Source: an optimization exercise on an open RTL-to-GDS flow (aim: small area). Production flows keep margins and buffers that such runs may drop.
Function was checked by simulation only, so behaviour that the tests miss may differ from the original.
Power figures rest on the tool's default switching activity, not on a simulated workload.

run A:
// uart_flash_bridge
module uart_flash_bridge (
	input  logic CLK_50MHZ,
	input  logic RST,
	input  logic rs_rxd,
	output logic rs_txd
);
For scale: about 2300 cells after synthesis, ~4 I/O pins, ~43000 µm² of cells after synthesis.
==> flow/config.mk <==
export PLATFORM = sky130hd
export DESIGN_NAME = uart_flash_bridge
export DESIGN_NICKNAME = uart_flash_bridge
export VERILOG_FILES = /design/flow/design.v
export SDC_FILE = /design/flow/constraint.sdc
export NUM_CORES = 4
export LEC_CHECK = 0
export CAP_MARGIN = 20
export CORE_MARGIN = 2
export CORE_UTILIZATION = 40
export CTS_BUF_LIST = sky130_fd_sc_hd__clkbuf_4
export CTS_CLUSTER_DIAMETER = 40
export CTS_CLUSTER_SIZE = 12
export SLEW_MARGIN = 20
==> flow/constraint.sdc <==
create_clock -name core_clock -period 20.0 [get_ports {CLK_50MHZ}]
set_input_delay 4.0000 -clock core_clock [delete_from_list [all_inputs] [get_ports {CLK_50MHZ}]]
set_output_delay 4.0000 -clock core_clock [all_outputs]
set_load 0.01 [all_outputs]
standard.sh (not shown) runs the stock make flow with config.mk's settings and CLKGATE_MAP_FILE= SYNTH_SCRIPT=/design/flow/synth_recipe.tcl, a recipe that flattens the netlist after the stock synthesis.
==> flow/flow/run.sh <==
#!/bin/bash
# Standard layout, with clock tree synthesis given its own arguments: 4x
# buffers in clusters of up to 13 flip-flops and no dummy loads.
set -euo pipefail
CTS="-sink_clustering_enable -repair_clock_nets -buf_list sky130_fd_sc_hd__buf_4 -sink_clustering_size 13 -sink_clustering_max_diameter 40 -dont_use_dummy_load"
bash standard.sh "CTS_ARGS=$CTS" finish > standard_flow.log 2>&1
Run A reached the end of the flow, and the finished layout is clean on the timing, design-rule and antenna checks.
For run B, these inputs were changed with respect to run A:
==> flow/flow/run.sh <==
#!/bin/bash
# Standard layout, with clock tree synthesis given its own arguments: small
# clock buffers in small clusters and no dummy loads.
set -euo pipefail
CTS="-sink_clustering_enable -repair_clock_nets -buf_list sky130_fd_sc_hd__clkbuf_4 -sink_clustering_size 12 -sink_clustering_max_diameter 40 -dont_use_dummy_load"
bash standard.sh "CTS_ARGS=$CTS" finish > standard_flow.log 2>&1
==> results.txt <==
Both conditions hold for run B: the flow ran to the end and the final layout passed the timing, design-rule and antenna checks.
Run B vs run A on met3 track demand over resource: run B is the lower one.
Delta (run B minus run A): setup slack went down 0.16 ns; maximum resistive drop on vdd -about 18%.
In the reports for run A and run B, the smaller fraction of power consumed by the clock network belongs to run B.
Final area across run A and run B: no real change.
Run B vs run A: total CTS buffers up by a few percent
As far as final count of hold timing violations goes, run B and run A are indistinguishable; the numbers are identical.
In the reports for run A and run B, the smaller count of non-filler cells in the finished layout belongs to run A.
From run A to run B the numbers moved as follows: adder-cell area share of the yosys netlist now sits at about the same level, share of the cycle needed by the critical path after routing has increased.
For run C, these inputs were changed with respect to run B:
Settings: CTS_CLUSTER_DIAMETER: 40 -> unset; CTS_BUF_LIST: sky130_fd_sc_hd__clkbuf_4 -> unset; CTS_CLUSTER_SIZE: 12 -> unset; PLACE_DENSITY: unset -> 0.8.
==> flow/flow/run.sh <==
#!/bin/bash
# Standard layout, with clock tree synthesis given its own arguments: 4x
# buffers in clusters of up to 14 flip-flops and no dummy loads.
set -euo pipefail
CTS="-sink_clustering_enable -repair_clock_nets -buf_list sky130_fd_sc_hd__buf_4 -sink_clustering_size 14 -sink_clustering_max_diameter 40 -dont_use_dummy_load"
bash standard.sh "CTS_ARGS=$CTS" finish > standard_flow.log 2>&1
==> comparison <==
Clock network area share down 0.36 points in run C wrt run B. Placed standard-cell area essentially unchanged between run B and run C. Between run C and run B, final design instance area without fill is higher for run B, run C comes in under that. STATUS global-route wire length before repair: run C wins against run B. In the reports for run C and run B, the larger register fraction of the total cell area belongs to run C. Cmp run C and run B / clock network fraction of total power / lower: run C. Combined area of the multi-input logic cells: run C and run B compared, higher one is run B. Number of global-route vias before repair of run C falls short of that of run B by a few percent. Worst-case setup margin in the final layout in run C is 0.16 ns higher than in run B.

---

## v17
Another version of the RTL of uart_flash_bridge (not shown whole).
For scale: ~2,300 cells after synthesis, roughly 2,100 flip-flops, ~4 I/O pins, roughly 43,000 um^2 of cells after synthesis.
==> flow/config.mk <==
export PLATFORM = sky130hd
export DESIGN_NAME = uart_flash_bridge
export DESIGN_NICKNAME = uart_flash_bridge
export VERILOG_FILES = /design/flow/design.v
export SDC_FILE = /design/flow/constraint.sdc
export NUM_CORES = 4
export LEC_CHECK = 0
export CAP_MARGIN = 20
export CORE_MARGIN = 2
export CORE_UTILIZATION = 40
export CTS_BUF_LIST = sky130_fd_sc_hd__clkbuf_4
export CTS_CLUSTER_DIAMETER = 40
export CTS_CLUSTER_SIZE = 12
export SLEW_MARGIN = 20
==> flow/constraint.sdc <==
create_clock -name core_clock -period 20.0 [get_ports {CLK_50MHZ}]
set_input_delay 4.0000 -clock core_clock [delete_from_list [all_inputs] [get_ports {CLK_50MHZ}]]
set_output_delay 4.0000 -clock core_clock [all_outputs]
set_load 0.01 [all_outputs]
run.sh (not shown) runs the stock make flow with config.mk's settings and CLKGATE_MAP_FILE= SYNTH_SCRIPT=/design/flow/synth_recipe.tcl, a recipe that flattens the netlist after the stock synthesis.
Stock flow here: none of the scripts above is used.
v17: done, clean on timing, DRC and antenna
## Diff of input files: v46 against v17
- clearing CTS_CLUSTER_SIZE, which used to be 12
- clearing CTS_CLUSTER_DIAMETER, which used to be 40
- clearing CTS_BUF_LIST, which used to be sky130_fd_sc_hd__clkbuf_4
Notes after the runs:
- Number of global-route vias before repair down 0.38% in v46 wrt v17
- Going from v17 to v46, final standard cell area without fillers rose by about 8%; clock buffer count increased by 52 relative to the old numbers; routed metal-1 wire length saw an increase; total power saw an increase.
- v46 ends up with a leakage power that is 9.8% higher than in v17.
Modified inputs, v47 compared to v46
- setting CTS_BUF_LIST to sky130_fd_sc_hd__clkbuf_4 for the first time
- setting CTS_CLUSTER_DIAMETER to 40 for the first time
- setting CTS_CLUSTER_SIZE to 12 for the first time
==> flow/flow/run.sh (new file) <==
#!/bin/bash
# Standard layout, with clock tree synthesis given its own arguments: small
# clock buffers in small clusters and no dummy loads.
set -euo pipefail
CTS="-sink_clustering_enable -repair_clock_nets -buf_list sky130_fd_sc_hd__clkbuf_4 -sink_clustering_size 12 -sink_clustering_max_diameter 40 -dont_use_dummy_load"
bash standard.sh "CTS_ARGS=$CTS" finish > standard_flow.log 2>&1
==> flow/standard.sh (new file) <==
#!/bin/bash
# synth_recipe.tcl (not shown) runs the flow's synth.tcl, then flattens the netlist and writes it again
# the make line also repeats each setting of config.mk as NAME=value (left out here)
make -C /OpenROAD-flow-scripts/flow DESIGN_CONFIG=/design/flow/config.mk WORK_HOME=/design/flow/orfs CLKGATE_MAP_FILE= SYNTH_SCRIPT=/design/flow/synth_recipe.tcl "${@:-finish}"
removed: flow/run.sh
## What came out
CTS clock-pin slew for the worst setup and hold paths in v47 is 0.04 ns above v46. Hold slack | v47 below v46. As far as placer congestion estimate goes, v46 and v47 are indistinguishable; the numbers are identical. Where area of all placed cells without fillers is concerned, v46 is outperformed by v47. There was hardly any difference in via count of the first global-routing pass between v47 and v46. Layout cell share with drive strength beyond 1 | v47 below v46.

what the ideal ports hide:
The flow's constraints put no driver on any port. The routed layouts listed below were extracted and timed again, unchanged, in two steps.
Step 1 (the two cells are an assumption about what drives the block):
set clk [get_ports {CLK_50MHZ}]
set_driving_cell -lib_cell sky130_fd_sc_hd__clkbuf_16 $clk
set_driving_cell -lib_cell sky130_fd_sc_hd__buf_2 [delete_from_list [all_inputs] $clk]
Step 2, shift: input delay + t, output delay - t, t = (earliest + latest rising clock arrival at the registers) / 2. This alone moves slack from input paths to output paths.
a / b / c = ideal / step 1 / step 2; a / b = the first two.
run	t, ns	setup slack, ns	hold slack, ns	clock arrival spread, ns	pins driven straight from the clock port
run A	0.884	13.480 / 13.430 / 14.314	0.271 / 0.271 / 0.271	0.114 / 0.114	1
run B	1.018	13.320 / 13.268 / 14.285	0.277 / 0.277 / 0.277	0.121 / 0.121	1
run C	0.883	13.477 / 13.426 / 14.310	0.273 / 0.273 / 0.273	0.123 / 0.123	1
v17	1.097	12.635 / 12.576 / 13.673	0.289 / 0.289 / 0.289	0.072 / 0.072	1
v46	0.786	12.962 / 12.899 / 13.684	0.313 / 0.313 / 0.313	0.025 / 0.025	1
v47	1.043	12.659 / 12.600 / 13.643	0.257 / 0.257 / 0.257	0.119 / 0.119	1
After both steps every run listed still meets setup and hold.
